Source: an optimization exercise on an open RTL-to-GDS flow (aim: small area). Production flows keep margins and buffers that such runs may drop.
At most, simulation tests tie the RTL to the original design; equivalence was not proved.
For runs 3 to 5, only the layout was checked, not whether the RTL still works.
Power is estimated from default activity; no workload was simulated.

--- design/flow/design.v ---
`timescale 1ns / 1ps
package srrw_pkg;
   localparam int SLOTS        = 31;
   localparam int WINDOW       = 5;
   localparam int PACKET_BYTES = 1024;
   localparam int SEQ_W    = 16;
   localparam int HANDLE_W = 32;
   localparam int LEN_W    = 10;
   localparam int HEAD_W   = 24;
   localparam int KIND_W   = 2;
   localparam int SLOT_W = $clog2(SLOTS);
   localparam int BLK_W  = SEQ_W - $clog2(PACKET_BYTES);
   localparam int CNT_W  = $clog2(WINDOW + 1);
   localparam int QDEPTH = 2;
   localparam int QPTR_W = $clog2(QDEPTH);
   localparam int QCNT_W = $clog2(QDEPTH + 1);
   localparam logic [HEAD_W-1:0] FIN_WORD = 24'h46494E;
   localparam logic [KIND_W-1:0] KIND_ACK = 2'd0;
   localparam logic [KIND_W-1:0] KIND_REL = 2'd1;
   localparam logic [KIND_W-1:0] KIND_FIN = 2'd2;
   localparam int D_SLOT   = 0;
   localparam int D_LEN    = D_SLOT + SLOT_W;
   localparam int D_HANDLE = D_LEN + LEN_W;
   localparam int D_SEQ    = D_HANDLE + HANDLE_W;
   localparam int D_FIN    = D_SEQ + SEQ_W;
   localparam int DESC_W   = D_FIN + 1;
   localparam int QS_EMPTY = 0;
   localparam int QS_FULL  = 1;
   function automatic logic [SLOT_W-1:0] slot_of(input logic [SEQ_W-1:0] seq);
      logic [BLK_W-1:0] r;
      r = seq[SEQ_W-1 -: BLK_W];
      for (int k = BLK_W - 1; k >= 0; k--) begin
         if (32'(r) >= (SLOTS << k)) begin
            r = r - BLK_W'(SLOTS << k);
         end
      end
      slot_of = SLOT_W'(r);
   endfunction
   function automatic logic [SLOT_W-1:0] next_slot(input logic [SLOT_W-1:0] s);
      next_slot = (s == SLOT_W'(SLOTS - 1)) ? '0 : s + SLOT_W'(1);
   endfunction
endpackage
`timescale 1ns / 1ps
module srrw_front (
   input  logic                clock,
   input  logic                reset,
   input  logic                req_valid,
   output logic                req_stall,
   input  logic [srrw_pkg::SEQ_W-1:0]    req_seq_value,
   input  logic [srrw_pkg::HANDLE_W-1:0] req_payload_handle,
   input  logic [srrw_pkg::LEN_W-1:0]    req_payload_len,
   input  logic [srrw_pkg::HEAD_W-1:0]   req_head_bytes,
   input  logic [1:0]      q_status,
   output logic                push,
   output logic [srrw_pkg::DESC_W-1:0]       push_data
);
   logic started_ff, started_in;
   logic finished_ff, finished_in;
   logic accept, is_fin;
   assign req_stall = q_status[srrw_pkg::QS_FULL];
   assign accept    = req_valid && !req_stall;
   assign is_fin    = started_ff && (req_head_bytes == srrw_pkg::FIN_WORD);
   assign push      = accept && !finished_ff;
   assign push_data[srrw_pkg::D_FIN] = is_fin;
   assign push_data[srrw_pkg::D_SEQ +: srrw_pkg::SEQ_W]    = req_seq_value;
   assign push_data[srrw_pkg::D_HANDLE +: srrw_pkg::HANDLE_W] = req_payload_handle;
   assign push_data[srrw_pkg::D_LEN +: srrw_pkg::LEN_W]    = req_payload_len;
   assign push_data[srrw_pkg::D_SLOT +: srrw_pkg::SLOT_W]   = srrw_pkg::slot_of(req_seq_value);
   always_comb begin
      started_in  = started_ff;
      finished_in = finished_ff;
      if (push) begin
         started_in = 1'b1;
         if (is_fin) begin
            finished_in = 1'b1;
         end
      end
   end
   always_ff @(posedge clock) begin
      if (reset) begin
         started_ff  <= 1'b0;
         finished_ff <= 1'b0;
      end else begin
         started_ff  <= started_in;
         finished_ff <= finished_in;
      end
   end
endmodule
`timescale 1ns / 1ps
module srrw_queue (
   input  logic           clock,
   input  logic           reset,
   input  logic           push,
   input  logic [srrw_pkg::DESC_W-1:0]  push_data,
   input  logic           pop,
   output logic [srrw_pkg::DESC_W-1:0]  pop_data,
   output logic [1:0] status
);
   logic [srrw_pkg::DESC_W-1:0]     entry_ff [srrw_pkg::QDEPTH];
   logic [srrw_pkg::QPTR_W-1:0] wr_ptr_ff, wr_ptr_in;
   logic [srrw_pkg::QPTR_W-1:0] rd_ptr_ff, rd_ptr_in;
   logic [srrw_pkg::QCNT_W-1:0] count_ff, count_in;
   logic              do_push, do_pop;
   assign status[srrw_pkg::QS_FULL]  = (count_ff == srrw_pkg::QCNT_W'(srrw_pkg::QDEPTH));
   assign status[srrw_pkg::QS_EMPTY] = (count_ff == '0);
   assign do_push  = push && !status[srrw_pkg::QS_FULL];
   assign do_pop   = pop && !status[srrw_pkg::QS_EMPTY];
   assign pop_data = entry_ff[rd_ptr_ff];
   always_comb begin
      wr_ptr_in = wr_ptr_ff;
      rd_ptr_in = rd_ptr_ff;
      count_in  = count_ff;
      if (do_push) begin
         wr_ptr_in = (wr_ptr_ff == srrw_pkg::QPTR_W'(srrw_pkg::QDEPTH - 1)) ? '0 : wr_ptr_ff + srrw_pkg::QPTR_W'(1);
      end
      if (do_pop) begin
         rd_ptr_in = (rd_ptr_ff == srrw_pkg::QPTR_W'(srrw_pkg::QDEPTH - 1)) ? '0 : rd_ptr_ff + srrw_pkg::QPTR_W'(1);
      end
      if (do_push && !do_pop) begin
         count_in = count_ff + srrw_pkg::QCNT_W'(1);
      end else if (do_pop && !do_push) begin
         count_in = count_ff - srrw_pkg::QCNT_W'(1);
      end
   end
   always_ff @(posedge clock) begin
      if (reset) begin
         wr_ptr_ff <= '0;
         rd_ptr_ff <= '0;
         count_ff  <= '0;
      end else begin
         wr_ptr_ff <= wr_ptr_in;
         rd_ptr_ff <= rd_ptr_in;
         count_ff  <= count_in;
      end
   end
   always_ff @(posedge clock) begin
      if (do_push) begin
         entry_ff[wr_ptr_ff] <= push_data;
      end
   end
endmodule
`timescale 1ns / 1ps
module srrw_back (
   input  logic                clock,
   input  logic                reset,
   input  logic [1:0]      q_status,
   input  logic [srrw_pkg::DESC_W-1:0]       q_data,
   output logic                pop,
   output logic                rsp_valid,
   input  logic                rsp_stall,
   output logic [srrw_pkg::KIND_W-1:0]   rsp_kind,
   output logic [srrw_pkg::SEQ_W-1:0]    rsp_ack_seq,
   output logic [srrw_pkg::HANDLE_W-1:0] rsp_out_handle,
   output logic [srrw_pkg::LEN_W-1:0]    rsp_out_len,
   output logic                rsp_last
);
   localparam logic ST_IDLE = 1'b0;
   localparam logic ST_REL  = 1'b1;
   logic                state_ff, state_in;
   logic [srrw_pkg::SLOT_W-1:0]   expected_ff, expected_in;
   logic [srrw_pkg::SLOT_W-1:0]   idx_ff, idx_in;
   logic [srrw_pkg::CNT_W-1:0]    cnt_ff, cnt_in;
   logic [srrw_pkg::SLOTS-1:0]    pending_ff;
   logic [srrw_pkg::HANDLE_W-1:0] store_handle [srrw_pkg::SLOTS];
   logic [srrw_pkg::LEN_W-1:0]    store_len [srrw_pkg::SLOTS];
   logic                valid_ff, valid_in;
   logic [srrw_pkg::KIND_W-1:0]   kind_ff, kind_in;
   logic [srrw_pkg::SEQ_W-1:0]    seq_ff, seq_in;
   logic [srrw_pkg::HANDLE_W-1:0] handle_ff, handle_in;
   logic [srrw_pkg::LEN_W-1:0]    len_ff, len_in;
   logic                last_ff, last_in;
   logic              out_free, wr_en, pend_set, pend_clr;
   logic [srrw_pkg::SLOT_W-1:0] nxt;
   logic [srrw_pkg::CNT_W-1:0]  cnt_nx;
   assign out_free = !valid_ff || !rsp_stall;
   assign nxt      = srrw_pkg::next_slot(idx_ff);
   assign cnt_nx   = cnt_ff + srrw_pkg::CNT_W'(1);
   always_comb begin
      state_in    = state_ff;
      expected_in = expected_ff;
      idx_in      = idx_ff;
      cnt_in      = cnt_ff;
      valid_in    = valid_ff && rsp_stall;
      kind_in     = kind_ff;
      seq_in      = seq_ff;
      handle_in   = handle_ff;
      len_in      = len_ff;
      last_in     = last_ff;
      pop         = 1'b0;
      wr_en       = 1'b0;
      pend_set    = 1'b0;
      pend_clr    = 1'b0;
      unique case (state_ff)
         ST_IDLE: begin
            if (!q_status[srrw_pkg::QS_EMPTY] && out_free) begin
               pop       = 1'b1;
               valid_in  = 1'b1;
               seq_in    = '0;
               handle_in = '0;
               len_in    = '0;
               if (q_data[srrw_pkg::D_FIN]) begin
                  kind_in = srrw_pkg::KIND_FIN;
                  last_in = 1'b1;
               end else begin
                  kind_in = srrw_pkg::KIND_ACK;
                  seq_in  = q_data[srrw_pkg::D_SEQ +: srrw_pkg::SEQ_W];
                  wr_en   = 1'b1;
                  if (q_data[srrw_pkg::D_SLOT +: srrw_pkg::SLOT_W] == expected_ff) begin
                     last_in  = 1'b0;
                     state_in = ST_REL;
                     idx_in   = q_data[srrw_pkg::D_SLOT +: srrw_pkg::SLOT_W];
                     cnt_in   = '0;
                  end else begin
                     last_in  = 1'b1;
                     pend_set = 1'b1;
                  end
               end
            end
         end
         ST_REL: begin
            if (out_free) begin
               valid_in  = 1'b1;
               kind_in   = srrw_pkg::KIND_REL;
               seq_in    = '0;
               handle_in = store_handle[idx_ff];
               len_in    = store_len[idx_ff];
               pend_clr  = 1'b1;
               cnt_in    = cnt_nx;
               idx_in    = nxt;
               if (cnt_nx == srrw_pkg::CNT_W'(srrw_pkg::WINDOW) || !pending_ff[nxt]) begin
                  last_in     = 1'b1;
                  expected_in = nxt;
                  state_in    = ST_IDLE;
               end else begin
                  last_in = 1'b0;
               end
            end
         end
         default: begin
            state_in = ST_IDLE;
         end
      endcase
   end
   always_ff @(posedge clock) begin
      if (reset) begin
         state_ff    <= ST_IDLE;
         expected_ff <= '0;
         idx_ff      <= '0;
         cnt_ff      <= '0;
         valid_ff    <= 1'b0;
         pending_ff  <= '0;
      end else begin
         state_ff    <= state_in;
         expected_ff <= expected_in;
         idx_ff      <= idx_in;
         cnt_ff      <= cnt_in;
         valid_ff    <= valid_in;
         if (pend_set) begin
            pending_ff[q_data[srrw_pkg::D_SLOT +: srrw_pkg::SLOT_W]] <= 1'b1;
         end
         if (pend_clr) begin
            pending_ff[idx_ff] <= 1'b0;
         end
      end
   end
   always_ff @(posedge clock) begin
      kind_ff   <= kind_in;
      seq_ff    <= seq_in;
      handle_ff <= handle_in;
      len_ff    <= len_in;
      last_ff   <= last_in;
      if (wr_en) begin
         store_handle[q_data[srrw_pkg::D_SLOT +: srrw_pkg::SLOT_W]] <= q_data[srrw_pkg::D_HANDLE +: srrw_pkg::HANDLE_W];
         store_len[q_data[srrw_pkg::D_SLOT +: srrw_pkg::SLOT_W]]    <= q_data[srrw_pkg::D_LEN +: srrw_pkg::LEN_W];
      end
   end
   assign rsp_valid      = valid_ff;
   assign rsp_kind       = kind_ff;
   assign rsp_ack_seq    = seq_ff;
   assign rsp_out_handle = handle_ff;
   assign rsp_out_len    = len_ff;
   assign rsp_last       = last_ff;
endmodule
`timescale 1ns / 1ps
module selective_repeat_receive_window (
   input  logic                clock,
   input  logic                reset,
   input  logic                req_valid,
   output logic                req_stall,
   input  logic [srrw_pkg::SEQ_W-1:0]    req_seq_value,
   input  logic [srrw_pkg::HANDLE_W-1:0] req_payload_handle,
   input  logic [srrw_pkg::LEN_W-1:0]    req_payload_len,
   input  logic [srrw_pkg::HEAD_W-1:0]   req_head_bytes,
   output logic                rsp_valid,
   input  logic                rsp_stall,
   output logic [srrw_pkg::KIND_W-1:0]   rsp_kind,
   output logic [srrw_pkg::SEQ_W-1:0]    rsp_ack_seq,
   output logic [srrw_pkg::HANDLE_W-1:0] rsp_out_handle,
   output logic [srrw_pkg::LEN_W-1:0]    rsp_out_len,
   output logic                rsp_last
);
   logic [1:0] q_status;
   logic [srrw_pkg::DESC_W-1:0]  push_data, pop_data;
   logic           push, pop;
   srrw_front u_front (
      .clock              (clock),
      .reset              (reset),
      .req_valid          (req_valid),
      .req_stall          (req_stall),
      .req_seq_value      (req_seq_value),
      .req_payload_handle (req_payload_handle),
      .req_payload_len    (req_payload_len),
      .req_head_bytes     (req_head_bytes),
      .q_status           (q_status),
      .push               (push),
      .push_data          (push_data)
   );
   srrw_queue u_queue (
      .clock     (clock),
      .reset     (reset),
      .push      (push),
      .push_data (push_data),
      .pop       (pop),
      .pop_data  (pop_data),
      .status    (q_status)
   );
   srrw_back u_back (
      .clock          (clock),
      .reset          (reset),
      .q_status       (q_status),
      .q_data         (pop_data),
      .pop            (pop),
      .rsp_valid      (rsp_valid),
      .rsp_stall      (rsp_stall),
      .rsp_kind       (rsp_kind),
      .rsp_ack_seq    (rsp_ack_seq),
      .rsp_out_handle (rsp_out_handle),
      .rsp_out_len    (rsp_out_len),
      .rsp_last       (rsp_last)
   );
endmodule
--- design/flow/run.sh ---
#!/bin/bash
# synth_recipe.tcl (not shown) runs the flow's synth.tcl, then flattens the netlist and writes it again
# the make line also repeats each setting of config.mk as NAME=value (left out here)
make -C /OpenROAD-flow-scripts/flow DESIGN_CONFIG=/design/flow/config.mk WORK_HOME=/design/flow/orfs CLKGATE_MAP_FILE= SYNTH_SCRIPT=/design/flow/synth_recipe.tcl finish
--- design/flow/config.mk ---
export PLATFORM = sky130hd
export DESIGN_NAME = selective_repeat_receive_window
export DESIGN_NICKNAME = selective_repeat_receive_window
export VERILOG_FILES = /design/flow/design.v
export SDC_FILE = /design/flow/constraint.sdc
export NUM_CORES = 4
export LEC_CHECK = 0
export CAP_MARGIN = 20
export CORE_MARGIN = 2
export CORE_UTILIZATION = 40
export SLEW_MARGIN = 20
--- design/flow/constraint.sdc ---
create_clock -name core_clock -period 5.0 [get_ports {clock}]
set_input_delay 1.0000 -clock core_clock [delete_from_list [all_inputs] [get_ports {clock}]]
set_output_delay 1.0000 -clock core_clock [all_outputs]
set_load 0.01 [all_outputs]
==> impl_results.md, run 1 <==
- Die area: around 150000 sq um
- Syn Area/Cell: between 20 and 25 sq um
- Most common library cell in the layout ignoring fill and taps: edfxtp_1
- Total core area: ~150000 sq um
- Area grow syn2layout: 15.9%
- Vias: between 20000 and 30000
- Clock sinks: about 1500
- CP max stage cell: dfxtp_1
- H-tree depth: 4
- Placed cell areas: 64300 sq um
- First-pass GRT wire length: about 200000 microns
- Slew at the pin closest to its max-slew limit: ~0.99 ns
- Ant diodes: 0
- Seq cells post-synth: roughly 1500
- Die height: 391 microns
- DR DRC count: 0
- Global Route Usage Sum: 18.6%
- Design Area, Final: about 69000 sq um
- Multi-input logic area: between 10000 and 15000 sq um
- Worst path arrival time: 4.22 ns
- Leakage: between 20 and 25 nW
- Max stage delay on crit path: 0.64 ns
- # fillers: between 10000 and 15000
- CTS tree: yes
- Register area share after synthesis: between 70% and 80%
- Overall Power: about 32 mW
- Starting Density: roughly two fifths
- Max Cap Violations: 0
- Final Setup Violations: 0
- Most frequent cells in the layout: edfxtp_1 (1491), mux4_2 (378), clkbuf_16 (163), clkdlybuf4s50_1 (147), mux2i_1 (119)
- PwrDens: ~460 nW/um^2
- Worst-path maximum fanout: 12
- Clk root buf: clkbuf_16
- Run status: no timing/DRC/antenna violations
- Hold WC Path Type: register to register
- Crit path max-delay family: simple AND/OR/NAND/NOR gates
- Slew HR: 34.3%
- Chip width: just under 400 microns
- CP cell instances: ha_1 -> nand4_1 -> nand2_1 -> a211oi_1 -> nor4_1 -> a21oi_1 -> and2_4 -> mux2_2
- Post-route minimum period: 3.69 ns
- Number of port buffers: roughly 150
- I/O Pins: approximately 150
- Max Freq: between 200 and 300 MHz
- Post-CTS setup buffer count: 0
- Synth top area cells: edfxtp_1 (75%), mux4_2 (14%), mux2i_1 (2.0%), dfxtp_1 (1.9%), mux2_2 (0.87%)
- Iter 0 DRT Violations: about 3400
- CTS Hold Bufs: 0
- CTS buffer count: 160
- Final worst path period share: between 70% and 80%
- Worst IR Drop VDD: just under 300 uV
- Post-DRT Antenna Nets: 0
- Sequential cell area: around 46000 sq um
- Worst hold slack: 0.501 ns
- Unrepaired setup endpoints after global routing: no
- Vias in the first global route: 29500
- Setup TNS: 0 ns
- CP bufs+invs: 0
- Top_reg_cell synth: edfxtp_1
- Yosys cell types: 73
- DR WL/cell: between 20 and 30 microns
- RePlAce Congestion: between 0.8 and 0.9
- Maximum clock insertion buffer count: 3
- Rows: about 140
- Post-CTS sizing: 0
- Layout cells sized above 1: between 20 and 30%
- DP Wirelength: around 87000 microns
- Pre-Repair DR Iteration Count: 5
- Syn. warnings: 3
- Vias/cell: 5.66
- Worst skew pair latency: slightly below 0.8 ns
- Clock transition at path regs: 0.06 ns
- GR Overflow Total: 0
- Maximum number of pins on one net before global-route repair: 110
- Crit path kind: register to register
- Layout Skew: between 0.02 and 0.03 ns
- Routed WL: about 140000 microns
- Nets: between 3000 and 4000
- Post-synth EDFFs: between 1000 and 1500
- Req. time, crit path: ~5.5 ns
- Critical path endpoint category: register
- Worst setup SP type: register
- Initial antenna violation count: 5
- Syn Inst Count: 2763
- Slew Viols, Final: 0
- Syn_nets: roughly 2900
- FFs w/ async S/R, synth: 0%
- Top cell type by total area after synthesis: edfxtp_1
- Mapped Area: ~60000 sq um
- Synth top area share: about three quarters
- Final Hold Fails: 0
==> synth_stat cells (all sizes together), types with 3 or more instances <==
cell       n
a211oi    34
a21oi     48
a311oi     8
a31o       3
a31oi      4
and2       6
buf       67
clkbuf    73
dfxtp     58
edfxtp  1491
ha        15
inv       11
mux2      48
mux2i    122
mux4     378
nand2     90
nand3     26
nand3b     4
nand4      3
nor2     131
nor2b      5
nor3      15
nor4       9
nor4b      3
o21ai     58
or3        3
xnor2     12
xor2       8
==> per-layer routing <==
metal | GRT usage, % | part of all wire, %
met1 | 27.1 | 43
met2 | 29.3 | 48
met3 | 3.47 | 7.2
met4 | 4.22 | 1.5
met5 | 0 | 0
==> state kept, by name, indices dropped and copies added (netlist names), 3 cells and up, named ones only <==
name	flops
u_back.cnt_ff	3
u_back.expected_ff	5
u_back.handle_ff	32
u_back.idx_ff	5
u_back.len_ff	10
u_back.pending_ff	31
u_back.seq_ff	16
u_back.store_handle	992
u_back.store_len	310
u_queue.entry_ff	128
==> path summary, 6_finish.rpt <==
| path | from | endpoint | depth (start not counted) | slack, ns |
|---|---|---|---|---|
| max | u_back.idx_ff[1]$_SDFFE_PP0N_ | u_back.last_ff$_DFFE_PP_ | 8 | 1.31 |
| min | u_front.started_ff$_SDFFE_PP0P_ | u_front.started_ff$_SDFFE_PP0P_ | 2 | 0.50 |
| max reg2reg | u_back.idx_ff[1]$_SDFFE_PP0N_ | u_back.last_ff$_DFFE_PP_ | 8 | 1.31 |
| min reg2reg | u_front.started_ff$_SDFFE_PP0P_ | u_front.started_ff$_SDFFE_PP0P_ | 2 | 0.50 |
==> per-stage QoR <==
| stage | util [%] | cells | setup WS, ns |
|---|---|---|---|
| finish | 46.8 | 5079 | 1.31 |
| global route | 46.8 | 5079 | 1.17 |
| CTS | 46.8 | 5079 | 1.34 |
| detailed placement | 43.4 | 4791 | 0.991 |
| global placement | 43.4 | 4791 | 1.03 |
| floorplan | - | 2763 | 0.818 |
==> worst register-to-register path, delay by kind of cell (launching register included) <==
kind | cells | cell delay, ns
AO/OA/AOI/OAI | 2 | 0.24
adder cells (fa/ha/maj) | 1 | 0.38
flip-flops | 1 | 0.64
multiplexers | 1 | 0.27
AND/OR/NAND/NOR | 4 | 1.91
==> cell families after synthesis <==
| group | share of synthesized area [%] |
|---|---|
| AO/OA/AOI/OAI | 1.86 |
| flip-flops | 76.8 |
| AND/OR/NAND/NOR | 2.35 |
| buffers and inverters | 1.10 |
| XOR/XNOR | 0.318 |
| multiplexers | 17.2 |
| adder cells (fa/ha/maj) | 0.314 |
==> cell type report <==
type                    instances  area share (%)
inverters                      13          0.0740
repair buffers                238            3.50
flip-flops and latches       1549            66.3
well taps                    1930            3.48
clock inverters                84            1.09
multi-input cells            1061            19.4
clock buffers                 204            6.11
==> where the power goes <==
group	internal (mW)	switching, mW
sequential	16.1	0.248
clock	6.52	4.83
combinational	1.21	2.88
==> run 2: changes to the inputs <==
==> design/flow/design.v (replaced) <==
`timescale 1ns / 1ps
package srrw_pkg;
   localparam int SLOTS  = 31;
   localparam int WINDOW = 5;
   localparam logic [23:0] FIN_WORD = 24'h46494E;
   localparam logic [1:0] KIND_ACK = 2'd0;
   localparam logic [1:0] KIND_REL = 2'd1;
   localparam logic [1:0] KIND_FIN = 2'd2;
endpackage
`timescale 1ns / 1ps
`timescale 1ns / 1ps
`timescale 1ns / 1ps
`timescale 1ns / 1ps
module selective_repeat_receive_window (
   input  logic        clock,
   input  logic        reset,
   input  logic        req_valid,
   output logic        req_stall,
   input  logic [15:0] req_seq_value,
   input  logic [31:0] req_payload_handle,
   input  logic [9:0]  req_payload_len,
   input  logic [23:0] req_head_bytes,
   output logic        rsp_valid,
   input  logic        rsp_stall,
   output logic [1:0]  rsp_kind,
   output logic [15:0] rsp_ack_seq,
   output logic [31:0] rsp_out_handle,
   output logic [9:0]  rsp_out_len,
   output logic        rsp_last
);
   localparam int DW = 42;             
   logic [DW:0]   ring [31];
   logic [DW:0]   ring_in;
   logic [4:0]    c, c_next, e;
   logic          scrub, opened, finished, run;
   logic [2:0]    cnt;
   logic          ov, olast;
   logic [1:0]    okind;
   logic [15:0]   oseq;
   logic [DW-1:0] odata;
   logic [5:0]    blk;
   logic [5:0]    blk_m;
   logic [4:0]    slot;
   logic          out_free, is_fin, hit, acc, wr, at_e, rel, rel_last, ld_fin;
   assign c_next   = (c == 5'd30) ? 5'd0 : c + 5'd1;
   assign out_free = !ov || !rsp_stall;
   assign blk   = {1'b0, req_seq_value[14:10]} + {5'd0, req_seq_value[15]};
   assign blk_m = (blk >= 6'd31) ? blk - 6'd31 : blk;
   assign slot  = blk_m[4:0];
   assign is_fin    = opened && (req_head_bytes == srrw_pkg::FIN_WORD);
   assign hit       = (slot == c_next);
   assign req_stall = !(out_free && !run && !scrub && (finished || is_fin || hit));
   assign acc       = req_valid && !req_stall;
   assign wr        = acc && !finished && !is_fin;
   assign ld_fin    = acc && !finished && is_fin;
   assign at_e      = (c_next == e);
   assign rel       = run && out_free && (c == e);
   assign rel_last  = (cnt == 3'd4) || !ring[0][DW];
   always_comb begin
      ring_in = ring[0];
      if (scrub || (rel && !rel_last)) ring_in[DW] = 1'b0;
      if (wr) ring_in = {!at_e, req_payload_handle, req_payload_len};
   end
   always_ff @(posedge clock) begin
      for (int i = 0; i < 30; i++) ring[i] <= ring[i+1];
      ring[30] <= ring_in;
   end
   always_ff @(posedge clock) begin
      if (reset) begin
         c        <= '0;
         scrub    <= 1'b1;
         e        <= '0;
         opened   <= 1'b0;
         finished <= 1'b0;
         run      <= 1'b0;
         ov       <= 1'b0;
      end else begin
         c <= c_next;
         if (c == 5'd30) scrub <= 1'b0;
         ov <= ov && rsp_stall;
         if (wr) begin
            opened <= 1'b1;
            ov     <= 1'b1;
            if (at_e) begin
               run <= 1'b1;
            end
         end
         if (ld_fin) begin
            finished <= 1'b1;
            ov       <= 1'b1;
         end
         if (rel) begin
            ov <= 1'b1;
            e  <= c_next;
            if (rel_last) run <= 1'b0;
         end
      end
   end
   always_ff @(posedge clock) begin
      if (wr) begin
         cnt   <= '0;
         okind <= srrw_pkg::KIND_ACK;
         oseq  <= req_seq_value;
         odata <= '0;
         olast <= !at_e;
      end
      if (ld_fin) begin
         okind <= srrw_pkg::KIND_FIN;
         oseq  <= '0;
         odata <= '0;
         olast <= 1'b1;
      end
      if (rel) begin
         cnt   <= cnt + 3'd1;
         okind <= srrw_pkg::KIND_REL;
         oseq  <= '0;
         odata <= ring[30][DW-1:0];
         olast <= rel_last;
      end
   end
   assign rsp_valid      = ov;
   assign rsp_kind       = okind;
   assign rsp_ack_seq    = oseq;
   assign rsp_out_handle = odata[DW-1 -: 32];
   assign rsp_out_len    = odata[9:0];
   assign rsp_last       = olast;
endmodule
==> run 2 against run 1 <==
Wire length is 72% lower. Critical path depth is 5 higher. Highest routed layer unchanged. Largest power group unchanged. Clock-buffer cell count is 15 lower. Setup slack worse by 1.2 ns. Still clean on timing, DRC and antenna. Clock skew hardly changed. Design area is 45% lower. Area after synthesis is 48% lower. Core utilization is 2.9 points higher. Via count is 58% lower.
==> impl_results.md, run 2 <==
- Pre-Repair DR Iteration Count: 4 (-1)
- Slew at the pin closest to its max-slew limit: 0.886 ns (-0.0989 ns)
- Chip width: 282 microns (-28%)
- RePlAce Congestion: 0.788 (-2.2%)
- Seq cells post-synth: 1412 (-8.8%)
- Number of port buffers: 148 (unchanged)
- Clk root buf: clkbuf_16
- Final worst path period share: 97.1% (+23 points)
- First-pass GRT wire length: 64400 microns (-69%)
- Internal power: 17.2 mW (-28%)
- Worst hold slack: 0.311 ns (-0.190 ns)
- Area grow syn2layout: 23.6%
- Clock transition at path regs: 0.06 ns (about the same)
- Worst skew pair latency: 0.69 ns (-0.09 ns)
- Top_reg_cell synth: dfxtp_1
- DP Wirelength: 20500 microns (-77%)
- Layout cells sized above 1: 13.5% (-12 points)
- Switching share of total power: 19.4% (-5.7 points)
- Yosys cell types: 53 (-27%)
- Routed WL: 39500 microns (-72%)
- Most frequent cell after synthesis: dfxtp_1
- Reg power frac: 53.1% (+1.7 points)
- Critical path endpoint category: output pin
- Max Freq: 206 MHz (-24%)
- PnR worst setup slack: 0.146 ns (-1.16 ns)
- DR DRC count: 0 (unchanged)
- Most frequent cells in the layout: dfxtp_1 (1366), clkdlybuf4s50_1 (147), clkbuf_16 (133), edfxtp_1 (46), and2_1 (45)
- I/O Pins: 149 (unchanged)
- Syn. warnings: 2 (-1)
- Logic pwr share: 0.9% (-12 points)
- Switch Pwr: 4.13 mW (-48%)
- Layout Skew: 0.0278 ns (-0.0000237 ns)
- Slew HR: 40.8% (+6.5 points)
- CTS tree: yes
- Final Non-Filler Cells: 3141 (-38%)
- Top cell type by total area after synthesis: dfxtp_1
- Die area: 79700 sq um (-48%)
- Vias: 12200 (-58%)
- Final Setup Violations: 0 (unchanged)
- Syn Inst Count: 1718 (-38%)
- Crit path kind: input pin to output pin
- Syn Area/Cell: 18.0 sq um (-17%)
- Leakage: 15.3 nW (-26%)
- Rows: 102 (-28%)
- H-tree depth: 4 (unchanged)
- Worst path arrival time: 3.85 ns (-0.37 ns)
- Req. time, crit path: 4.00 ns (-1.53 ns)
- Synth cell count leaders: dfxtp_1 (1366), edfxtp_1 (46), and2_1 (45), nand2_1 (45), mux2_2 (39)
- Maximum clock insertion buffer count: 3 (unchanged)
- Total core area: 77100 sq um (-48%)
- Syn_nets: 1811 (-37%)
- Slew Viols, Final: 0 (unchanged)
- Vias/cell: 3.88 (-32%)
- Unrepaired setup endpoints after global routing: no
- Iter 0 DRT Violations: 570 (-83%)
- DR WL/cell: 12.6 microns (-55%)
- Placed insts: 2907 (-39%)
- Max Cap Violations: 0 (unchanged)
- CTS buffer count: 131 (-18%)
- Register area share after synthesis: 92.7% (+16 points)
- Clock sinks: 1412 (-8.8%)
- Initial antenna violation count: 2 (-3)
- Starting Density: 40.2% (-0.21 points)
- GR Overflow Total: 0 (unchanged)
- Synth top area cells: dfxtp_1 (88%), edfxtp_1 (4.5%), mux2_2 (1.4%), and2_1 (0.91%), mux2i_1 (0.65%)
- Post-DRT Antenna Nets: 0 (unchanged)
- PwrDens: 557 nW/um^2 (+22%)
- Post-layout util: 49.7% (+2.9 points)
- Setup Slack @ Placement: -0.301 ns (-1.29 ns)
- FFs w/ async S/R, synth: 0% (unchanged)
- Placed cell areas: 33800 sq um (-47%)
- Post-synth EDFFs: 46 (-97%)
- Design Area, Final: 38300 sq um (-45%)
- Worst setup SP type: input pin
- Synth top area share: 88.3% (+13 points)
- Post-route minimum period: 4.85 ns (+1.16 ns)
- Run status: no timing/DRC/antenna violations
- CTS Hold Bufs: 0 (unchanged)
- Vias in the first global route: 12700 (-57%)
- Mapped Area: 31000 sq um (-48%)
- Most common library cell in the layout ignoring fill and taps: dfxtp_1
- Global Route Usage Sum: 10.2% (-8.4 points)
- Max reg flops: 1333 (+34%)
- Die height: 282 microns (-28%)
- Hold WC Path Type: register to register
- Worst IR Drop VDD: 275 uV (-5.1%)
- Overall Power: 21.3 mW (-33%)
- Maximum number of pins on one net before global-route repair: 57 (-48%)
- Worst-path maximum fanout: 5 (-7)
- Final Hold Fails: 0 (unchanged)
- Setup TNS: 0 ns (unchanged)
- Clock share of power: 45.9% (+10 points)
- Nets: 2094 (-33%)
[run 2: per-layer routing]
metal	routed length (microns)	GRT usage, %	vias up
met5	0	0	-
met4	1280	5.77	0
met3	2040	3.52	108
met2	16500	14.2	244
met1	19600	13.8	5746
li1	-	-	6083
[run 2: worst max-delay path, stage by stage]
cell             delay [ns]
clkdlybuf4s50_1        0.43
ha_1                   0.24
ha_1                   0.30
ha_2                   0.20
and4b_1                0.22
o21ai_1                0.24
nand2_1                0.13
and4_1                 0.22
a211oi_2               0.19
buf_4                  0.17
nor2_1                 0.04
o31ai_1                0.26
buf_2                  0.19
[run 2: timing repair]
action / 4_1_cts / 5_1_grt
gates resized for setup: 1 / 7
pin swaps: 1 / 2
setup endpoints to repair: 1 / 1
endpoints found under the hold margin: 0 / 0
buffers inserted: 0 / 1
[run 2: area by class of cell]
type	count	area [sq um]
fill	6363	38800
tap	1040	1300
sequential	1412	28700
multi-input combinational	277	2130
inverter	9	33.8
antenna	1	2.50
timing repair buffer	170	1670
clock buffer	189	3870
clock inverter	43	563
[run 2: kinds of logic (layout without fill, tap and decap cells)]
group	after synthesis	in the layout	synth area share, %
muxes	63	63	2.21
buffers and inverters	29	411	0.517
other	0	1	0
adders and majority gates	7	7	0.283
xor gates and xnor gates	18	18	0.557
and+or+nand+nor	150	150	2.78
AOI/OAI and AO/OA	39	39	0.925
DFF	1412	1412	92.7
[run 2: final timing paths]
check                                         start                   end  slack, ns  depth (start not counted)
worst max-delay path              req_seq_value[10]             req_stall       0.15                         13
worst min-delay path            ring[7][15]$_DFF_P_   ring[6][15]$_DFF_P_       0.31                          0
worst max register to register      c[1]$_SDFF_PP0_  ring[30][13]$_DFF_P_       1.55                         11
worst min register to register  ring[7][15]$_DFF_P_   ring[6][15]$_DFF_P_       0.31                          0
[run 2: power groups by stage]
stage	sequential [mW]	combinational, mW	clock (mW)
after global placement	11.6	0.185	0
after global routing	11.3	0.214	10.6
after floorplan	11.6	0.0825	0
after CTS	11.3	0.195	10.1
after detailed placement	11.6	0.194	0
final	11.3	0.200	9.80
==> run 3: changes to the inputs <==
--- a/design/flow/design.v
+++ b/design/flow/design.v
@@ -34,9 +34,7 @@
    logic [4:0]    c, c_next, e;
    logic          scrub, opened, finished, run;
    logic [2:0]    cnt;
-   logic          ov, olast;
-   logic [1:0]    okind;
-   logic [15:0]   oseq;
+   logic          ov, olast, orel;
    logic [DW-1:0] odata;
    logic [5:0]    blk;
    logic [5:0]    blk_m;
@@ -98,30 +96,26 @@
    end
    always_ff @(posedge clock) begin
       if (wr) begin
-         cnt   <= '0;
-         okind <= srrw_pkg::KIND_ACK;
-         oseq  <= req_seq_value;
-         odata <= '0;
-         olast <= !at_e;
+         cnt          <= '0;
+         orel         <= 1'b0;
+         odata[15:0]  <= req_seq_value;
+         olast        <= !at_e;
       end
       if (ld_fin) begin
-         okind <= srrw_pkg::KIND_FIN;
-         oseq  <= '0;
-         odata <= '0;
-         olast <= 1'b1;
+         orel         <= 1'b0;
+         olast        <= 1'b1;
       end
       if (rel) begin
-         cnt   <= cnt + 3'd1;
-         okind <= srrw_pkg::KIND_REL;
-         oseq  <= '0;
-         odata <= ring[30][DW-1:0];
-         olast <= rel_last;
+         cnt          <= cnt + 3'd1;
+         orel         <= 1'b1;
+         odata        <= ring[30][DW-1:0];
+         olast        <= rel_last;
       end
    end
    assign rsp_valid      = ov;
-   assign rsp_kind       = okind;
-   assign rsp_ack_seq    = oseq;
-   assign rsp_out_handle = odata[DW-1 -: 32];
-   assign rsp_out_len    = odata[9:0];
+   assign rsp_kind       = {finished, orel};
+   assign rsp_ack_seq    = (orel || finished) ? 16'd0 : odata[15:0];
+   assign rsp_out_handle = orel ? odata[DW-1 -: 32] : 32'd0;
+   assign rsp_out_len    = orel ? odata[9:0] : 10'd0;
    assign rsp_last       = olast;
 endmodule
--- a/design/flow/config.mk
+++ b/design/flow/config.mk
@@ -7,5 +7,8 @@
 export LEC_CHECK = 0
 export CAP_MARGIN = 20
 export CORE_MARGIN = 2
-export CORE_UTILIZATION = 40
+export CORE_UTILIZATION = 70
+export CTS_CLUSTER_DIAMETER = 80
+export CTS_CLUSTER_SIZE = 30
+export PLACE_DENSITY = 0.8
 export SLEW_MARGIN = 20
==> run 3 against run 2 <==
Design area down 10%. Hold slack better by 0.0046 ns. Highest routed layer unchanged. Sequential cell count decreased by 17. Non-clock buffer count is 4 lower. Via count decreased by 6.3%.
==> impl_results.md, run 3 <==
- Top cell type by total area after synthesis: dfxtp_1
- Final Setup Violations: 0 (unchanged)
- R2R Path Start: c[0]$_SDFF_PP0_
- Area grow syn2layout: 12.1%
- Run status: no timing/DRC/antenna violations
- Most Frequent Cell on Critical Path: ha_2
- Rows: 76 (-25%)
- Leakage: 13.5 nW (-12%)
- DP Wirelength: 22700 microns (+11%)
- GR Overflow Total: 0 (unchanged)
- CTS tree: yes
- H-tree depth: 2 (-2)
- Slew Viols, Final: 0 (unchanged)
- Post-layout util: 79.5% (+30 points)
- Design Area, Final: 34300 sq um (-10%)
- Die area: 45400 sq um (-43%)
- Slew at the pin closest to its max-slew limit: 1.07 ns (+0.186 ns)
- First-pass GRT wire length: 64800 microns (+0.64%)
- DR WL/cell: 16.7 microns (+33%)
- Number of port buffers: 148 (unchanged)
- Clk root buf: clkbuf_16
- Initial antenna violation count: 0 (-2)
- Clock transition at path regs: 0.10 ns (+0.04 ns)
- Nets: 1980 (-5.4%)
- Clock sinks: 1395 (-1.2%)
- Starting Density: 70.9% (+31 points)
- Most common library cell in the layout ignoring fill and taps: dfxtp_1
- Routed WL: 41600 microns (+5.5%)
- Worst setup path start: req_seq_value[10]
- Unrepaired setup endpoints after global routing: no
- Total core area: 43200 sq um (-44%)
- CP max stage cell: or4b_4
- Syn Area/Cell: 18.1 sq um (+0.59%)
- Synth top area share: 88.2% (about the same)
- Max stage delay on crit path: 0.50 ns (+0.07 ns)
- Critical path endpoint category: output pin
- Iter 0 DRT Violations: 509 (-11%)
- Vias: 11400 (-6.3%)
- Worst skew pair latency: 0.63 ns (-0.06 ns)
- Final Hold Fails: 0 (unchanged)
- CP cell instances: clkdlybuf4s50_1 -> ha_2 -> ha_1 -> ha_2 -> or4b_4 -> o21a_1 -> mux2i_2 -> a221oi_2 -> and3_2 -> a211o_1 -> nand2_1 -> buf_4
- Hold WC Path Type: register to register
- Vias in the first global route: 12000 (-5.5%)
- Overall Power: 16.4 mW (-23%)
- FFs w/ async S/R, synth: 0% (unchanged)
- Ant diodes: 0 (-1)
- Worst-path maximum fanout: 3 (-2)
- Post-DRT Antenna Nets: 0 (unchanged)
- Pre-Repair DR Iteration Count: 4 (unchanged)
- Worst IR Drop VDD: 380 uV (+38%)
- Maximum clock insertion buffer count: 3 (unchanged)
- Yosys cell types: 55 (+3.8%)
- Max Freq: 203 MHz (-1.5%)
- Register area share after synthesis: 92.7% (about the same)
- Layout cells sized above 1: 7.92% (-5.6 points)
- CTS Hold Bufs: 0 (unchanged)
- Slew HR: 28.6% (-12 points)
- Worst path arrival time: 3.93 ns (+0.08 ns)
- Placed cell areas: 32900 sq um (-2.9%)
- Post-route minimum period: 4.93 ns (+0.0729 ns)
- # fillers: 2286 (-64%)
- Worst setup SP type: input pin
- RePlAce Congestion: 0.825 (+4.7%)
- Layout Skew: 0.0220 ns (-0.00586 ns)
- Crit path kind: input pin to output pin
- Post-synth EDFFs: 46 (unchanged)
- Final worst path period share: 98.5% (+1.5 points)
- Sequential cell area: 28400 sq um (-1.2%)
- Multi-input logic area: 2110 sq um (-0.88%)
- Synth top area cells: dfxtp_1 (88%), edfxtp_1 (4.5%), mux2_2 (2.0%), and2_1 (1.2%), xnor2_1 (0.31%)
- Top_reg_cell synth: dfxtp_1
- Req. time, crit path: 4.00 ns (about the same)
- Syn_nets: 1781 (-1.7%)
- Mapped Area: 30600 sq um (-1.2%)
- CTS buffer count: 52 (-60%)
- Global Route Usage Sum: 18.8% (+8.6 points)
- Syn. warnings: 2 (unchanged)
- Max Cap Violations: 0 (unchanged)
- PwrDens: 477 nW/um^2 (-14%)
- HP Start: ring[29][36]$_DFF_P_
- Synth cell count leaders: dfxtp_1 (1349), and2_1 (61), mux2_2 (54), edfxtp_1 (46), nor2_1 (20)
- Max reg flops: 1333 (unchanged)
- Post-CTS setup buffer count: 0 (unchanged)
- Most frequent cell after synthesis: dfxtp_1
- Maximum number of pins on one net before global-route repair: 60 (+5.3%)
- Most frequent cells in the layout: dfxtp_1 (1348), clkdlybuf4s50_1 (147), and2_1 (61), mux2_2 (54), clkbuf_16 (53)
- Seq cells post-synth: 1395 (-1.2%)
- PnR worst setup slack: 0.0735 ns (-0.0729 ns)
- DR DRC count: 0 (unchanged)
- Syn Inst Count: 1688 (-1.7%)
- Vias/cell: 4.58 (+18%)
- I/O Pins: 149 (unchanged)
- Chip width: 213 microns (-24%)
- Setup Slack @ Placement: -0.453 ns (-0.152 ns)
- Die height: 213 microns (-24%)
run 3: cell count changes in the layout (fill, tap and decap cells not counted), sizes merged, moves of 5 or more:
cell / change
bufinv: -6
clkinv: -25
mux2i: -15
nand2: -29
nor3: -7
nor2: +6
clkbuf: -117
and2: +16
and3: +5
nand3: +6
mux2: +15
dfxtp: -17
inv: -10
run 3: power breakdown:
group | switching [mW] | internal [mW] | leakage [nW]
combinational | 0.0669 | 0.103 | 1.51
clock | 3.04 | 1.99 | 0.693
sequential | 0.00567 | 11.2 | 11.3
total | 3.12 | 13.3 | 13.5
run 3: timing repair:
action                     CTS  global route
gates resized for setup      6             6
pin swaps                    0             1
setup endpoints to repair    1             1
run 3: stage by stage:
step           TNS [ns]  hold WS, ns  instances
2_1_floorplan         0        0.310       1688
3_3_place_gp     -0.268        0.311       2418
3_5_place_dp     -0.453        0.312       2418
4_1_cts               0        0.322       2492
5_1_grt               0        0.318       2492
6_report              0        0.316       2492
run 3: final timing paths:
check                               to  slack, ns  cells past startpoint
hold reg to reg   ring[28][36]$_DFF_P_       0.32                      0
setup / recovery             req_stall       0.07                     12
setup reg to reg    odata[3]$_DFFE_PP_       1.67                     10
hold / removal    ring[28][36]$_DFF_P_       0.32                      0
run 3: worst max-delay path, delay by kind of cell:
kind	cells	cell delay, ns
AND/OR/NAND/NOR	3	0.89
multiplexers	1	0.23
AO/OA/AOI/OAI	3	0.50
adder cells (fa/ha/maj)	3	0.70
buffers and inverters	2	0.60
run 3: logic make-up (layout without fill, tap and decap cells):
kind of cell | Yosys count | count (layout) | synth area share (%)
mux | 63 | 63 | 2.30
compound gates | 35 | 35 | 0.862
flops | 1395 | 1395 | 92.7
fa+ha+maj | 7 | 7 | 0.286
simple gates | 143 | 143 | 2.82
xor+xnor | 19 | 19 | 0.544
buf+inv | 26 | 245 | 0.482
run 3: final cells by class:
cell class	instances	area share (%)
Timing Repair Buffer	166	4.74
Clock buffer	72	4.07
Clock inverter	2	0.106
Sequential cell	1395	82.7
Multi-Input combinational cell	267	6.15
Inverter	5	0.0547
Tap cell	585	2.13
run 3: metal layers:
| layer | routed length, microns | share of wire, % | up-vias | global-route usage (%) |
|---|---|---|---|---|
| met5 | 0 | 0 | - | 0 |
| met4 | 1030 | 2.5 | 0 | 6.35 |
| met3 | 1610 | 3.9 | 69 | 2.99 |
| met2 | 18900 | 46 | 181 | 30.0 |
| met1 | 20000 | 48 | 5446 | 26.6 |
| li1 | - | - | 5715 | - |
==> run 4: changes to the inputs <==
--- a/design/flow/config.mk
+++ b/design/flow/config.mk
@@ -8,7 +8,7 @@
 export CAP_MARGIN = 20
 export CORE_MARGIN = 2
 export CORE_UTILIZATION = 70
-export CTS_CLUSTER_DIAMETER = 80
-export CTS_CLUSTER_SIZE = 30
+export CTS_CLUSTER_DIAMETER = 60
+export CTS_CLUSTER_SIZE = 36
 export PLACE_DENSITY = 0.8
 export SLEW_MARGIN = 20
==> run 4 against run 3 <==
Combinational power increased by 4%. Critical endpoint unchanged. Critical path type unchanged. Total power rose by 1.4%. Sequential share of layout area decreased by 0.43 points. Sequential power barely moved.
==> impl_results.md, run 4 <==
- Routed WL: 41800 microns (+0.36%)
- Area grow syn2layout: 12.6%
- First-pass GRT wire length: 64600 microns (-0.34%)
- Post-CTS setup buffer count: 0 (unchanged)
- Worst setup SP type: input pin
- Syn Area/Cell: 18.1 sq um (unchanged)
- Leakage: 13.6 nW (+0.64%)
- Yosys cell types: 55 (unchanged)
- Global Route Usage Sum: 18.7% (-0.025 points)
- Most frequent cell after synthesis: dfxtp_1
- Max reg flops: 1333 (unchanged)
- Post-synth EDFFs: 46 (unchanged)
- Slew Viols, Final: 0 (unchanged)
- Worst R2R Path Depth: 10 (unchanged)
- Number of port buffers: 148 (unchanged)
- Vias: 11500 (+0.38%)
- Top cell type by total area after synthesis: dfxtp_1
- Layout cells sized above 1: 9.08% (+1.2 points)
- H-tree depth: 2 (unchanged)
- Clock transition at path regs: 0.12 ns (+0.02 ns)
- GR Overflow Total: 0 (unchanged)
- Most frequent cells in the layout: dfxtp_1 (1348), clkdlybuf4s50_1 (147), and2_1 (61), mux2_2 (54), clkbuf_16 (51)
- Crit path kind: input pin to output pin
- Top_reg_cell synth: dfxtp_1
- R2R Path End: odata[5]$_DFFE_PP_
- Seq cells post-synth: 1395 (unchanged)
- Setup Slack @ Placement: -0.453 ns (unchanged)
- Vias/cell: 4.58 (about the same)
- Post-DRT Antenna Nets: 0 (unchanged)
- CTS buffer count: 49 (-5.8%)
- Syn_nets: 1781 (unchanged)
- Chip width: 213 microns (unchanged)
- Register area share after synthesis: 92.7% (unchanged)
- Setup TNS: 0 ns (unchanged)
- Design Area, Final: 34500 sq um (+0.53%)
- Slew HR: 31.1% (+2.5 points)
- Slew at the pin closest to its max-slew limit: 1.03 ns (-0.0376 ns)
- Ant diodes: 0 (unchanged)
- Clock sinks: 1395 (unchanged)
- Post-route minimum period: 4.94 ns (+0.0144 ns)
- Die area: 45400 sq um (unchanged)
- Die height: 213 microns (unchanged)
- RePlAce Congestion: 0.825 (unchanged)
- CTS Hold Bufs: 0 (unchanged)
- Setup crit end: req_stall
- Synth top area share: 88.2% (unchanged)
- Total core area: 43200 sq um (unchanged)
- Nets: 1977 (-0.15%)
- DR WL/cell: 16.7 microns (about the same)
- Max Freq: 202 MHz (-0.29%)
- PnR worst setup slack: 0.0591 ns (-0.0144 ns)
- CTS tree: yes
- PwrDens: 481 nW/um^2 (+0.89%)
- Placed cell areas: 32900 sq um (unchanged)
- Post-layout util: 79.9% (+0.42 points)
- Final Setup Violations: 0 (unchanged)
- Final worst path period share: 98.8% (+0.29 points)
- Worst path arrival time: 3.94 ns (about the same)
- Critical path endpoint category: output pin
- Syn. warnings: 2 (unchanged)
- R2R Path Start: c[0]$_SDFF_PP0_
- Hold WC Path Type: register to register
- I/O Pins: 149 (unchanged)
- Final Hold Fails: 0 (unchanged)
- Overall Power: 16.6 mW (+1.4%)
- Unrepaired setup endpoints after global routing: no
- Pre-Repair DR Iteration Count: 4 (unchanged)
- Req. time, crit path: 4.00 ns (about the same)
- Synth top area cells: dfxtp_1 (88%), edfxtp_1 (4.5%), mux2_2 (2.0%), and2_1 (1.2%), xnor2_1 (0.31%)
- Initial antenna violation count: 1 (+1)
- Run status: no timing/DRC/antenna violations
- Maximum clock insertion buffer count: 3 (unchanged)
- Most common library cell in the layout ignoring fill and taps: dfxtp_1
- R2R Setup Slk: 1.59 ns (-0.08 ns)
- Maximum number of pins on one net before global-route repair: 60 (unchanged)
- Clk root buf: clkbuf_16
- Synth cell count leaders: dfxtp_1 (1349), and2_1 (61), mux2_2 (54), edfxtp_1 (46), nor2_1 (20)
- Worst IR Drop VDD: 493 uV (+30%)
- Worst skew pair latency: 0.63 ns (about the same)
- Syn Inst Count: 1688 (unchanged)
- Worst-path maximum fanout: 3 (unchanged)
- Rows: 76 (unchanged)
- Vias in the first global route: 12000 (+0.51%)
- Mapped Area: 30600 sq um (unchanged)
- Iter 0 DRT Violations: 500 (-1.8%)
- Worst setup path start: req_seq_value[10]
- Starting Density: 70.9% (unchanged)
- DR DRC count: 0 (unchanged)
- FFs w/ async S/R, synth: 0% (unchanged)
- Layout Skew: 0.0303 ns (+0.00831 ns)
- DP Wirelength: 22700 microns (unchanged)
- Max Cap Violations: 0 (unchanged)
==> run 4: changes by cell type in the layout (fill, tap and decap cells not counted), sizes merged <==
cell	previous run	this run
clkinvlp	0	2
bufinv	0	1
clkbuf	72	60
clkinv	0	9
inv	7	17
==> run 4: final cells by class <==
cell class                      instances  area (sq um)
Inverter                                5          18.8
Clock inverter                         24           270
Sequential cell                      1395         28400
Fill cell                            2250          8680
Clock buffer                           60          1320
Timing Repair Buffer                  166          1630
Tap cell                              585           732
Multi-Input combinational cell        267          2130
==> run 4: worst min-delay path by stage <==
| stage | from | to | slack [ns] | depth (start not counted) |
|---|---|---|---|---|
| 2_1_floorplan | ring[1][0]$_DFF_P_ | ring[0][0]$_DFF_P_ | 0.31 | 0 |
| 3_3_place_gp | ring[3][11]$_DFF_P_ | ring[2][11]$_DFF_P_ | 0.31 | 0 |
| 3_5_place_dp | ring[1][35]$_DFF_P_ | ring[0][35]$_DFF_P_ | 0.31 | 0 |
| 4_1_cts | ring[26][11]$_DFF_P_ | ring[25][11]$_DFF_P_ | 0.32 | 0 |
| 5_1_grt | ring[26][11]$_DFF_P_ | ring[25][11]$_DFF_P_ | 0.32 | 0 |
| 6_report | ring[26][11]$_DFF_P_ | ring[25][11]$_DFF_P_ | 0.31 | 0 |
==> run 4: repair_timing <==
action,4_1_cts,5_1_grt
pin swaps,1,2
setup endpoints to repair,1,1
resized for setup,7,9
==> run 4: per-stage QoR <==
step,instances,hold slack (ns)
6_report,2502,0.314
5_1_grt,2502,0.318
4_1_cts,2502,0.318
3_5_place_dp,2418,0.312
3_3_place_gp,2418,0.311
2_1_floorplan,1688,0.310
==> run 4: logic make-up after synthesis <==
logic type | after synthesis | synth area share, %
xor+xnor | 19 | 0.544
compound gates | 35 | 0.862
buf+inv | 26 | 0.482
fa+ha+maj | 7 | 0.286
flops | 1395 | 92.7
simple gates | 143 | 2.82
mux | 63 | 2.30
==> run 4: report_power, final <==
group          switching [mW]  total, mW  internal [mW]
Combinational          0.0699      0.176          0.106
Sequential            0.00568       11.2           11.2
Clock                    3.20       5.25           2.05
Total                    3.28       16.6           13.3
==> run 4: metal layers <==
| layer | global-route usage (%) | wire length, microns |
|---|---|---|
| met5 | 0 | 0 |
| met1 | 26.3 | 20100 |
| met2 | 30.0 | 19000 |
| met4 | 6.11 | 1140 |
| met3 | 3.43 | 1450 |
==> run 4: critical path, cell delays in order <==
cell and delay [ns]:
clkdlybuf4s50_1 0.44, ha_2 0.21, ha_1 0.30, ha_2 0.19
or4b_4 0.51, o21a_4 0.16, mux2i_4 0.19, a221oi_2 0.25
and3_4 0.26, a211o_1 0.13, nand2_1 0.10, buf_4 0.19
==> run 5: changes to the inputs <==
==> design/flow/flow/run.sh (new file) <==
#!/bin/bash
# Standard layout, with the port buffers built from the smallest buffer cell.
export BUFFER_PORTS_ARGS="-buffer_cell sky130_fd_sc_hd__buf_1"
bash standard.sh > standard.log 2>&1
==> design/flow/standard.sh (new file) <==
#!/bin/bash
# synth_recipe.tcl (not shown) runs the flow's synth.tcl, then flattens the netlist and writes it again
# the make line also repeats each setting of config.mk as NAME=value (left out here)
make -C /OpenROAD-flow-scripts/flow DESIGN_CONFIG=/design/flow/config.mk WORK_HOME=/design/flow/orfs CLKGATE_MAP_FILE= SYNTH_SCRIPT=/design/flow/synth_recipe.tcl "${@:-finish}"
--- a/design/flow/config.mk
+++ b/design/flow/config.mk
@@ -8,7 +8,7 @@
 export CAP_MARGIN = 20
 export CORE_MARGIN = 2
 export CORE_UTILIZATION = 70
-export CTS_CLUSTER_DIAMETER = 60
-export CTS_CLUSTER_SIZE = 36
+export CTS_CLUSTER_DIAMETER = 80
+export CTS_CLUSTER_SIZE = 30
 export PLACE_DENSITY = 0.8
 export SLEW_MARGIN = 20
removed: design/flow/run.sh
==> run 5 against run 4 <==
Critical path type unchanged. Final cell count shrank 0.96%. Still clean on timing, DRC and antenna. First-iteration DRC count grew 54%. Clock-buffer cell count increased by 10.
==> impl_results.md, run 5 <==
- Routed WL: 39300 microns (-5.8%)
- Maximum clock insertion buffer count: 3 (unchanged)
- DP Wirelength: 21800 microns (-4.1%)
- Most frequent cells in the layout: dfxtp_1 (1348), buf_1 (148), and2_1 (61), mux2_2 (54), clkbuf_16 (53)
- Syn Area/Cell: 18.1 sq um (unchanged)
- Pre-Repair DR Iteration Count: 5 (+1)
- Multi-input logic area: 2110 sq um (-1.2%)
- R2R Path End: odata[1]$_DFFE_PP_
- # fillers: 2440 (+8.4%)
- Starting Density: 70.9% (unchanged)
- Worst setup SP type: input pin
- DR DRC count: 0 (unchanged)
- Synth top area cells: dfxtp_1 (88%), edfxtp_1 (4.5%), mux2_2 (2.0%), and2_1 (1.2%), xnor2_1 (0.31%)
- Fraction of the mapped netlist area in compound gates: 0.862% (unchanged)
- Die height: 213 microns (unchanged)
- Setup TNS: 0 ns (unchanged)
- Synth Area in XOR/XNOR: 0.544% (unchanged)
- Worst-path maximum fanout: 6 (+3)
- Crit path max-delay family: simple AND/OR/NAND/NOR gates
- DR WL/cell: 15.9 microns (-4.9%)
- H-tree depth: 2 (unchanged)
- Post-CTS sizing: 0 (-7)
- Rows: 76 (unchanged)
- Register area share after synthesis: 92.7% (unchanged)
- Sequential cell area: 28400 sq um (unchanged)
- Clock share of power: 30.6% (-1.0 points)
- Overall Power: 16.3 mW (-2.1%)
- Vias/cell: 4.57 (-0.16%)
- Clock transition at path regs: 0.10 ns (-0.02 ns)
- CTS Hold Bufs: 0 (unchanged)
- Worst IR Drop VDD: 391 uV (-21%)
- Hold path cells: 0 (unchanged)
- FFs w/ async S/R, synth: 0% (unchanged)
- GR Overflow Total: 0 (unchanged)
- PwrDens: 489 nW/um^2 (+1.5%)
- Max stage delay on crit path: 0.52 ns (about the same)
- Leakage: 13.1 nW (-4.0%)
- Maximum number of pins on one net before global-route repair: 46 (-23%)
- CP max stage cell: or4b_4
- Syn_nets: 1781 (unchanged)
- CTS tree: yes
- Clk root buf: clkbuf_16
- Top cell type by total area after synthesis: dfxtp_1
- RePlAce Congestion: 0.830 (+0.55%)
- CTS buffer count: 52 (+6.1%)
- Layout cells sized above 1: 7.18% (-1.9 points)
- Reg power frac: 68.7% (+1.4 points)
- Vias: 11300 (-1.1%)
- Final Setup Violations: 0 (unchanged)
- Final Hold Fails: 0 (unchanged)
- Critical path endpoint category: output pin
- Most common library cell in the layout ignoring fill and taps: dfxtp_1
- Run status: no timing/DRC/antenna violations
- Final worst path period share: 96.6% (-2.2 points)
- First-pass GRT wire length: 62000 microns (-4.0%)
- Mux contribution to synthesized area: 2.30% (unchanged)
- Hold WC Path Type: register to register
- Vias in the first global route: 11600 (-3.5%)
- Iter 0 DRT Violations: 770 (+54%)
- Post-synth EDFFs: 46 (unchanged)
- Internal power: 13.2 mW (-1.0%)
- Synth cell count leaders: dfxtp_1 (1349), and2_1 (61), mux2_2 (54), edfxtp_1 (46), nor2_1 (20)
- HP Start: ring[13][18]$_DFF_P_
- Ant diodes: 0 (unchanged)
- Max Cap Violations: 0 (unchanged)
- Global Route Usage Sum: 17.8% (-0.98 points)
- Most frequent cell after synthesis: dfxtp_1
- Max reg flops: 1333 (unchanged)
- Post-DRT Antenna Nets: 0 (unchanged)
- Slew at the pin closest to its max-slew limit: 0.793 ns (-0.241 ns)
- Switch Pwr: 3.07 mW (-6.3%)
- Worst path arrival time: 3.83 ns (-0.11 ns)
- Nets: 1968 (-0.46%)
- I/O Pins: 149 (unchanged)
- Die area: 45400 sq um (unchanged)
- Number of port buffers: 148 (unchanged)
- Logic pwr share: 0.7% (-0.4 points)
- Req. time, crit path: 4.00 ns (about the same)
- Layout Skew: 0.0211 ns (-0.00913 ns)
- Post-CTS setup buffer count: 0 (unchanged)
- Top_reg_cell synth: dfxtp_1
- Simple-Gate Fraction of Synth Area: 2.82% (unchanged)
- Chip width: 213 microns (unchanged)
- Unrepaired setup endpoints after global routing: no
- Total core area: 43200 sq um (unchanged)
- R2R Setup Slk: 1.44 ns (-0.15 ns)
- Area grow syn2layout: 8.66%
- Crit path kind: input pin to output pin
- Hold EP: ring[12][18]$_DFF_P_
- Syn. warnings: 2 (unchanged)
- Slew Viols, Final: 0 (unchanged)
- Largest family of logic cells by synthesized area: simple AND/OR/NAND/NOR gates
- R2R Path Start: c[0]$_SDFF_PP0_
- Post-route minimum period: 4.83 ns (-0.109 ns)
- Synth top area share: 88.2% (unchanged)
- Yosys cell types: 55 (unchanged)
- Max Freq: 207 MHz (+2.3%)
- Seq cells post-synth: 1395 (unchanged)
- Switching share of total power: 18.9% (-0.85 points)
- Worst skew pair latency: 0.62 ns (about the same)
- Slew HR: 47.0% (+16 points)
- Clock sinks: 1395 (unchanged)
- Worst R2R Path Depth: 9 (-1)
- Synth Area in Adders: 0.286% (unchanged)
- Mapped Area: 30600 sq um (unchanged)
- Syn Inst Count: 1688 (unchanged)
- CP bufs+invs: 2 (unchanged)
- CP cell instances: buf_1 -> ha_1 -> ha_4 -> ha_1 -> or4b_4 -> o21a_1 -> mux2i_2 -> a221oi_2 -> and3_2 -> a211o_1 -> nand2_1 -> buf_1
- Initial antenna violation count: 2 (+1)
run 5: cell counts after synthesis:
No cell type changed its count.
run 5: worst max-delay path by stage:
stage | slack [ns] | cells after the start | startpoint | to
after global placement | 0.25 | 12 | req_seq_value[10] | req_stall
after detailed placement | 0.10 | 12 | req_seq_value[10] | req_stall
after floorplan | 0.72 | 10 | req_seq_value[10] | req_stall
after CTS | 0.06 | 12 | req_seq_value[10] | req_stall
after global routing | 0.06 | 12 | req_seq_value[10] | req_stall
final | 0.17 | 12 | req_seq_value[10] | req_stall
run 5: kinds of logic (layout without fill, tap and decap cells):
group / Yosys count / count (layout)
AO/OA/AOI/OAI: 35 / 35
XOR/XNOR: 19 / 19
adder cells (fa/ha/maj): 7 / 7
buffers and inverters: 26 / 231
flip-flops: 1395 / 1395
multiplexers: 63 / 63
AND/OR/NAND/NOR: 143 / 143
run 5: metal layers:
metal	wire [microns]	global-route usage (%)	part of all wire, %
met1	19800	26.0	50
met2	17200	27.4	44
met3	1420	3.07	3.6
met4	937	5.84	2.4
met5	13	0	0.033
run 5: stage by stage:
step	cells	setup WS [ns]	hold slack (ns)	instance area [sq um]	util (%)
3_3_place_gp	2406	0.253	0.310	31800	73.8
5_1_grt	2478	0.0588	0.324	33300	77.1
6_report	2478	0.168	0.325	33300	77.1
2_1_floorplan	1688	0.725	0.310	30600	-
3_5_place_dp	2406	0.103	0.312	31800	73.8
4_1_cts	2478	0.0558	0.317	33300	77.0
run 5: layout make-up:
| class | instances | share of cell area, % |
|---|---|---|
| timing repair buffer | 154 | 1.84 |
| sequential | 1395 | 85.3 |
| inverter | 5 | 0.0564 |
| multi-input combinational | 267 | 6.34 |
| tap | 585 | 2.20 |
| clock inverter | 2 | 0.0564 |
| clock buffer | 70 | 4.18 |
run 5: power by group through the flow:
stage	registers, mW	logic, mW	clock network, mW
2_1_floorplan	11.4	0.0685	0
3_3_place_gp	11.4	0.102	0
3_5_place_dp	11.4	0.112	0
4_1_cts	11.2	0.115	5.08
5_1_grt	11.2	0.131	5.44
6_report	11.2	0.121	4.97
==> run 6: changes to the inputs <==
--- a/design/flow/design.v
+++ b/design/flow/design.v
@@ -36,17 +36,16 @@
    logic [2:0]    cnt;
    logic          ov, olast, orel;
    logic [DW-1:0] odata;
-   logic [5:0]    blk;
-   logic [5:0]    blk_m;
-   logic [4:0]    slot;
+   logic [4:0]    lo;
+   logic          hit_c, hit_n;
    logic          out_free, is_fin, hit, acc, wr, at_e, rel, rel_last, ld_fin;
    assign c_next   = (c == 5'd30) ? 5'd0 : c + 5'd1;
    assign out_free = !ov || !rsp_stall;
-   assign blk   = {1'b0, req_seq_value[14:10]} + {5'd0, req_seq_value[15]};
-   assign blk_m = (blk >= 6'd31) ? blk - 6'd31 : blk;
-   assign slot  = blk_m[4:0];
+   assign lo    = req_seq_value[14:10];
+   assign hit_c = (lo == c) || (lo == 5'd31 && c == 5'd0);
+   assign hit_n = (lo == c_next) || (lo == 5'd31 && c == 5'd30);
    assign is_fin    = opened && (req_head_bytes == srrw_pkg::FIN_WORD);
-   assign hit       = (slot == c_next);
+   assign hit       = req_seq_value[15] ? hit_c : hit_n;
    assign req_stall = !(out_free && !run && !scrub && (finished || is_fin || hit));
    assign acc       = req_valid && !req_stall;
    assign wr        = acc && !finished && !is_fin;
==> run 6 against run 5 <==
Global-route usage up 1.2 points. Clock-buffer cell count down 2. Final cell count down 0.36%. Core utilization down 0.13 points. Hold slack worse by 0.0090 ns. Register-to-register slack worse by 0.64 ns. Area after synthesis down 0.38%. Critical path depth down 4.
==> impl_results.md, run 6 <==
- Final Setup Violations: 0 (unchanged)
- Setup Slack @ Placement: 0.905 ns (+0.802 ns)
- Run status: no timing/DRC/antenna violations
- Worst setup SP type: register
- Vias: 11300 (+0.035%)
- Max reg flops: 1333 (unchanged)
- Max stage delay on crit path: 0.61 ns (+0.09 ns)
- # fillers: 2318 (-5.0%)
- Slew at the pin closest to its max-slew limit: 1.11 ns (+0.315 ns)
- Post-synth EDFFs: 46 (unchanged)
- Syn. warnings: 2 (unchanged)
- Logic pwr share: 0.8% (about the same)
- Req. time, crit path: 4.00 ns (about the same)
- Mapped Area: 30500 sq um (-0.38%)
- First-pass GRT wire length: 64900 microns (+4.7%)
- Number of port buffers: 148 (unchanged)
- FFs w/ async S/R, synth: 0% (unchanged)
- Largest family of logic cells by synthesized area: simple AND/OR/NAND/NOR gates
- Clock transition at path regs: 0.11 ns (about the same)
- Internal power: 13.2 mW (about the same)
- CTS buffer count: 52 (unchanged)
- Post-DRT Antenna Nets: 0 (unchanged)
- Most frequent cell after synthesis: dfxtp_1
- PwrDens: 493 nW/um^2 (+0.86%)
- Layout Skew: 0.0169 ns (-0.00427 ns)
- Total core area: 43100 sq um (-0.22%)
- Crit path max-delay family: simple AND/OR/NAND/NOR gates
- Vias/cell: 4.59 (+0.40%)
- Leakage: 13.2 nW (+1.1%)
- Most frequent cells in the layout: dfxtp_1 (1348), buf_1 (148), and2_1 (59), nand2_1 (58), clkbuf_16 (53)
- Nets: 1957 (-0.56%)
- Maximum number of pins on one net before global-route repair: 46 (unchanged)
- Synth top area cells: dfxtp_1 (89%), edfxtp_1 (4.5%), mux2_4 (1.9%), and2_1 (1.2%), nand2_1 (0.71%)
- Post-CTS sizing: 0 (unchanged)
- Worst skew pair latency: 0.62 ns (about the same)
- Layout cells sized above 1: 5.95% (-1.2 points)
- Clock share of power: 30.6% (about the same)
- Worst IR Drop VDD: 344 uV (-12%)
- Synth Area in Adders: 0.205% (-0.081 points)
- I/O Pins: 149 (unchanged)
- Multi-input logic area: 1960 sq um (-7.0%)
- DP Wirelength: 22200 microns (+1.9%)
- DR DRC count: 0 (unchanged)
- Syn Area/Cell: 18.2 sq um (+0.16%)
- Unrepaired setup endpoints after global routing: no
- Hold WC Path Type: register to register
- Worst-path maximum fanout: 10 (+4)
- Post-route minimum period: 4.67 ns (-0.158 ns)
- Global Route Usage Sum: 18.9% (+1.2 points)
- Most common library cell in the layout ignoring fill and taps: dfxtp_1
- Starting Density: 70.8% (-0.11 points)
- Rows: 76 (unchanged)
- Slew HR: 25.4% (-22 points)
- Area grow syn2layout: 8.65% (about the same)
- Syn Inst Count: 1679 (-0.53%)
- CP cell instances: inv_1 -> ha_1 -> nor4b_2 -> a31oi_1 -> o32a_1 -> nor4_4 -> o31ai_1 -> buf_1
- Reg power frac: 68.6% (about the same)
- Syn_nets: 1770 (-0.62%)
- CTS tree: yes
- Chip width: 213 microns (-0.19%)
- Synth top area share: 88.5% (+0.33 points)
- Mux contribution to synthesized area: 2.05% (-0.25 points)
- GR Overflow Total: 0 (unchanged)
- Sequential cell area: 28400 sq um (unchanged)
- RePlAce Congestion: 0.827 (-0.39%)
- Register area share after synthesis: 93.1% (+0.35 points)
- Switching share of total power: 19.2% (+0.30 points)
- Max Freq: 214 MHz (+3.4%)
- Iter 0 DRT Violations: 839 (+9.0%)
## run 6: cell count changes in the layout (fill, tap and decap cells not counted), sizes merged, moves of 3 or more
cell / change
nand2: +42
or2: -3
nor2: -10
mux2i: -4
o21ai: -4
nand3: -8
and3: -4
mux2: -16
inv: +6
nor4: +4
## run 6: worst paths after layout
path / to / from / depth (start not counted)
setup / recovery: req_stall / c[0]$_SDFF_PP0_ / 8
hold reg to reg: ring[25][37]$_DFF_P_ / ring[26][37]$_DFF_P_ / 0
hold / removal: ring[25][37]$_DFF_P_ / ring[26][37]$_DFF_P_ / 0
setup reg to reg: odata[10]$_DFFE_PP_ / c[0]$_SDFF_PP0_ / 8
## run 6: per-stage QoR
stage | cells | area (sq um) | power [mW] | hold WS, ns | util (%)
2_1_floorplan | 1679 | 30500 | 11.5 | 0.310 | -
3_3_place_gp | 2397 | 31700 | 11.6 | 0.310 | 73.6
3_5_place_dp | 2397 | 31700 | 11.6 | 0.312 | 73.6
4_1_cts | 2468 | 33100 | 16.4 | 0.320 | 76.9
5_1_grt | 2469 | 33100 | 16.8 | 0.323 | 76.9
6_report | 2469 | 33100 | 16.3 | 0.316 | 76.9
## run 6: kinds of logic after synthesis
family	count (synthesis)
DFF	1395
buffers and inverters	29
AOI/OAI and AO/OA	29
adders and majority gates	5
xor gates and xnor gates	19
muxes	43
and+or+nand+nor	159
## run 6: cell type report
cell class	instances	area share, %
Clock inverter	3	0.102
Timing Repair Buffer	153	1.83
Antenna cell	1	0.00755
Inverter	9	0.102
Sequential cell	1395	85.7
Clock buffer	68	4.17
Tap cell	585	2.21
Multi-Input combinational cell	255	5.92
## run 6: power by group through the flow
stage	Clock [mW]	Sequential [mW]	Combinational (mW)
floorplan	0	11.4	0.0877
CTS	5.11	11.2	0.138
global route	5.46	11.2	0.150
finish	5.00	11.2	0.139
global placement	0	11.5	0.128
detailed placement	0	11.5	0.134
## run 6: metal layers
layer | global-route usage [%] | vias up | share of wire [%]
met3 | 3.46 | 87 | 4.3
li1 | - | 5615 | -
met2 | 28.9 | 230 | 44
met1 | 27.5 | 5398 | 48
met4 | 7.07 | 0 | 2.9
met5 | 0 | - | 0

## static timing again, ports no longer ideal
Ports are ideal in the flow. The routed layouts listed here were re-timed in OpenROAD. Step 1 sets driving cells, clkbuf_16 on the clock port and buf_2 on the other inputs (assumed; they add their load-dependent delay and slew). Step 2 times the ports against the registers' clock, not the clock port: input delays grow and output delays shrink by t, the midpoint of the rising clock arrivals with the driver on. a / b / c = no drivers / after step 1 / after step 2; a / b = the first two.
| run | t, ns | setup WS [ns] |
|---|---|---|
| run 1 | 0.842 | 1.311 / 1.311 / 0.965 |
| run 2 | 0.738 | 0.146 / 0.116 / 0.062 |
| run 3 | 0.675 | 0.074 / 0.046 / 0.046 |
| run 4 | 0.671 | 0.059 / 0.032 / 0.032 |
| run 5 | 0.667 | 0.168 / 0.141 / 0.141 |
| run 6 | 0.668 | 0.326 / 0.270 / 0.802 |
After both steps setup and hold are still met in every run listed.
